Background: an optimization exercise with open tools, aiming at small area, a short achievable clock period and few clock cycles per item. Do not read the settings as production practice. Power and IR drop assume default switching activity.

## main
==> flow/design.v <==
package gzb_pkg;
  localparam int GRID_COLS  = 4;
  localparam int GRID_ROWS  = 4;
  localparam int ZONE_COUNT = GRID_COLS * GRID_ROWS;
  localparam int FILL_W     = 9;     
  localparam int SCR_W      = 12;
  localparam int ZS_W       = SCR_W - 2;    
  localparam int COORD_W    = 14;
  localparam logic [SCR_W-1:0] SCR_W_RESET = SCR_W'(800);
  localparam logic [SCR_W-1:0] SCR_H_RESET = SCR_W'(600);
  localparam logic OP_CLEAR  = 1'b0;
  localparam logic OP_INSERT = 1'b1;
endpackage
import gzb_pkg::*;
module gzb_lanes (
  input  logic [gzb_pkg::ZS_W-1:0]   zs,
  input  logic [11:0]                b3,
  input  logic signed [13:0]         p,
  output logic [3:0]                 hit
);
  logic [11:0] b [5];
  logic [4:0]  lt, eq;
  logic        neg, big;
  assign b[0] = 12'd0;
  assign b[1] = 12'(zs);
  assign b[2] = {1'b0, zs, 1'b0};
  assign b[3] = b3;
  assign b[4] = {zs, 2'b00};
  assign neg  = p[13];
  assign big  = !p[13] && p[12];
  always_comb begin
    for (int k = 0; k < 5; k++) begin
      lt[k] = neg || (!big && (p[11:0] < b[k]));
      eq[k] = !neg && !big && (p[11:0] == b[k]);
    end
    for (int k = 0; k < 4; k++)
      hit[k] = !lt[k] && (lt[k+1] || eq[k+1]);
  end
endmodule
import gzb_pkg::*;
module grid_zone_binning (
  input  logic                           clk,
  input  logic                           rst_n,
  input  logic                           in_tvalid,
  output logic                           in_tready,
  input  logic [55:0]                    in_tdata,
  input  logic                           in_tuser,
  output logic                           out_tvalid,
  input  logic                           out_tready,
  output logic [15:0]                    out_tdata,
  output logic [1:0]                     out_tuser,
  output logic                           out_tlast,
  input  logic                           cfg_valid,
  output logic                           cfg_ready,
  input  logic [0:0]                     cfg_index,
  input  logic [11:0]                    cfg_data
);
  logic [ZS_W-1:0] zw_r, zh_r;
  logic [11:0]     bw3_r, bh3_r, b3_new;
  logic        rdy_r, rv_r, rop_r;
  logic [3:0]  rc0_r, rr0_r;
  logic [13:0] rx1_r, ry1_r;
  logic [3:0]  c0_hit, r0_hit, c1_hit, r1_hit;
  logic [13:0] x0, y0, x1, y1;
  logic        acc;
  logic [3:0]  col_hit, row_hit;
  logic        f1v, f2v, f1op, f2op;
  logic [3:0]  f1r, f1c, f2r, f2c;
  logic        hv, hop;
  logic [3:0]  hr, hc, hcl;
  logic [3:0]  rsel, csel;
  logic        step, pop, last, last_c, hit;
  logic [1:0]  n_nxt;
  logic [15:0] sel, we, full;
  logic [3:0]  zone;
  logic [8:0]  fs, inc;
  logic [8:0]  fill_r [ZONE_COUNT];
  logic [15:0] fv_r;
  logic        ov_r, sv_r, take;
  logic [14:0] res, o_r, s_r;    
  assign cfg_ready = 1'b1;
  assign in_tready = rdy_r;
  assign acc       = in_tvalid && rdy_r;
  assign b3_new = 12'(cfg_data[SCR_W-1:2]) + {1'b0, cfg_data[SCR_W-1:2], 1'b0};
  always_ff @(posedge clk) begin
    if (!rst_n) begin
      zw_r  <= SCR_W_RESET[SCR_W-1:2];
      zh_r  <= SCR_H_RESET[SCR_W-1:2];
      bw3_r <= 12'(3 * (SCR_W_RESET / 4));
      bh3_r <= 12'(3 * (SCR_H_RESET / 4));
    end else if (cfg_valid) begin
      if (cfg_index == 1'b0) begin
        zw_r  <= cfg_data[SCR_W-1:2];
        bw3_r <= b3_new;
      end else begin
        zh_r  <= cfg_data[SCR_W-1:2];
        bh3_r <= b3_new;
      end
    end
  end
  assign x0 = 14'($signed(in_tdata[20:8]));
  assign y0 = 14'($signed(in_tdata[33:21]));
  assign x1 = x0 + 14'(in_tdata[42:34]);
  assign y1 = y0 + 14'(in_tdata[51:43]);
  gzb_lanes u_c0 (.zs(zw_r), .b3(bw3_r), .p(x0), .hit(c0_hit));
  gzb_lanes u_r0 (.zs(zh_r), .b3(bh3_r), .p(y0), .hit(r0_hit));
  always_ff @(posedge clk) begin
    rop_r <= in_tuser;
    rc0_r <= c0_hit;
    rr0_r <= r0_hit;
    rx1_r <= x1;
    ry1_r <= y1;
  end
  gzb_lanes u_c1 (.zs(zw_r), .b3(bw3_r), .p(rx1_r), .hit(c1_hit));
  gzb_lanes u_r1 (.zs(zh_r), .b3(bh3_r), .p(ry1_r), .hit(r1_hit));
  assign col_hit = rc0_r | c1_hit;
  assign row_hit = rr0_r | r1_hit;
  always_comb begin
    rsel = '0;
    csel = '0;
    for (int i = 3; i >= 0; i--) begin
      if (hr[i])  rsel = 4'(1) << i;
      if (hcl[i]) csel = 4'(1) << i;
    end
    for (int r = 0; r < 4; r++)
      for (int c = 0; c < 4; c++)
        sel[4*r+c] = rsel[r] && csel[c] && hop && hv;
  end
  assign hit    = hv && hop && (hr != '0) && (hc != '0);
  assign last_c = (hcl & ~csel) == '0;
  assign last   = !hit || (last_c && ((hr & ~rsel) == '0));
  assign zone   = hit ? {rsel[3] | rsel[2], rsel[3] | rsel[1],
                         csel[3] | csel[2], csel[3] | csel[1]} : 4'd0;
  always_comb begin
    fs = '0;
    for (int z = 0; z < ZONE_COUNT; z++) begin
      fs      = fs | ({9{sel[z] && fv_r[z]}} & fill_r[z]);
      full[z] = fv_r[z] && fill_r[z][8];
    end
  end
  assign inc  = fs + 9'd1;
  assign step = !sv_r;
  assign pop  = !hv || (step && last);
  assign we   = step ? (sel & ~full) : '0;
  assign res  = {fs[8], hit, last, fs[7:0], zone};
  assign n_nxt = 2'(hv) + 2'(f1v) + 2'(f2v) - 2'(hv && pop);
  always_ff @(posedge clk) begin
    if (!rst_n) begin
      hv  <= 1'b0;
      f1v <= 1'b0;
      f2v <= 1'b0;
    end else begin
      hv  <= pop ? (f1v || rv_r) : 1'b1;
      f1v <= pop ? (f2v || (f1v && rv_r)) : (f1v || (hv && rv_r));
      f2v <= pop ? (f2v && rv_r) : (f2v || (f1v && rv_r));
    end
  end
  always_ff @(posedge clk) begin
    if (pop) begin
      if (f1v) begin
        hop <= f1op;
        hr  <= f1r;
        hc  <= f1c;
        hcl <= f1c;
      end else begin
        hop <= rop_r;
        hr  <= row_hit;
        hc  <= col_hit;
        hcl <= col_hit;
      end
    end else if (step) begin
      if (last_c) begin
        hr  <= hr & ~rsel;
        hcl <= hc;
      end else begin
        hcl <= hcl & ~csel;
      end
    end
    if (pop ? f2v : 1'b0) begin
      f1op <= f2op;
      f1r  <= f2r;
      f1c  <= f2c;
    end else if (n_nxt == 2'd1) begin
      f1op <= rop_r;
      f1r  <= row_hit;
      f1c  <= col_hit;
    end
    if (n_nxt == 2'd2) begin
      f2op <= rop_r;
      f2r  <= row_hit;
      f2c  <= col_hit;
    end
  end
  always_ff @(posedge clk) begin
    if (!rst_n) begin
      rv_r  <= 1'b0;
      rdy_r <= 1'b0;
    end else begin
      rv_r  <= acc;
      rdy_r <= (3'(n_nxt) + 3'(rv_r) + 3'(acc)) <= 3'd2;
    end
  end
  always_ff @(posedge clk) begin
    if (!rst_n) begin
      fv_r <= '0;
    end else if (step && hv && (hop == OP_CLEAR)) begin
      fv_r <= '0;
    end else begin
      fv_r <= fv_r | we;
    end
  end
  always_ff @(posedge clk) begin
    for (int z = 0; z < ZONE_COUNT; z++)
      if (we[z]) fill_r[z] <= inc;
  end
  assign take = ov_r && out_tready;
  always_ff @(posedge clk) begin
    if (!rst_n) begin
      ov_r <= 1'b0;
      sv_r <= 1'b0;
    end else begin
      ov_r <= (ov_r && !out_tready) || sv_r || (step && hv);
      sv_r <= (ov_r && !out_tready) && (sv_r || (step && hv));
    end
  end
  always_ff @(posedge clk) begin
    if (!ov_r || take) o_r <= sv_r ? s_r : res;
    if (step)          s_r <= res;
  end
  assign out_tvalid = ov_r;
  assign out_tdata  = {4'b0000, o_r[11:0]};
  assign out_tuser  = {o_r[14], o_r[13]};
  assign out_tlast  = o_r[12];
endmodule
make LEC_CHECK=0 ABC_CLOCK_PERIOD_IN_PS=2400 CAP_MARGIN=20 CORE_MARGIN=2 CORE_UTILIZATION=40 PLACE_DENSITY=0.6 SETUP_SLACK_MARGIN=3.6 SLEW_MARGIN=20 finish   # period 6.0 ns
run.sh (not shown) runs the stock make flow with config.mk's settings and CLKGATE_MAP_FILE= SYNTH_SCRIPT=/design/flow/synth_recipe.tcl, a recipe that flattens the netlist after the stock synthesis.
main: flow completed, timing, DRC and antenna clean
[inputs] the feature branch vs main
--- a/flow/config.mk
+++ b/flow/config.mk
@@ -6,9 +6,9 @@
 export NUM_CORES = 4
 export LEC_CHECK = 0
-export ABC_CLOCK_PERIOD_IN_PS = 2400
+export ABC_CLOCK_PERIOD_IN_PS = 2700
 export CAP_MARGIN = 20
 export CORE_MARGIN = 2
 export CORE_UTILIZATION = 40
 export PLACE_DENSITY = 0.6
-export SETUP_SLACK_MARGIN = 3.6
+export SETUP_SLACK_MARGIN = 3.3
 export SLEW_MARGIN = 20
## What came out
The feature branch: global placer's final weighted congestion lower than main
Summary of the comparison: share of total power in sequential cells is higher in the feature branch, relative to main.
The feature branch against main; routed length on met3 is up by a few percent.
Area: the feature branch vs main -> the feature branch smaller
Of the feature branch and main, it is the feature branch that has the lower growth of design area from synthesis to finish.
Relative to main, final cell count has decreased by 29 in the feature branch.
The feature branch ends up with lower standard cell area after detailed placement than main does.
No functional check of the RTL was part of any run of this note.

[static timing again, ports no longer ideal]
Ports are ideal in the flow. The routed layouts listed here were re-timed in OpenROAD. Step 1: set_driving_cell puts a clkbuf_16 on clk and a buf_2 on each other input, an assumption about the parent block. Step 2, shift: input delay + t, output delay - t, t = (earliest + latest rising clock arrival at the registers) / 2. This alone moves slack from input paths to output paths. Three values: no drivers, after step 1, after step 2; two values: the first two.
run	t, ns	setup slack, ns	worst hold slack (ns)	worst slew at a driven data input, ns	pins driven straight from the clock port
main	0.585	2.877 / 2.877 / 2.835	0.448 / 0.448 / 0.448	0.07	1
the feature branch	0.625	2.813 / 2.813 / 2.735	0.447 / 0.447 / 0.447	0.03	1
After both steps setup and hold are still met in every run listed. For the feature branch, which loses most, drivers alone change the setup slack by 0.000 ns; drivers and shift together by -0.078 ns.
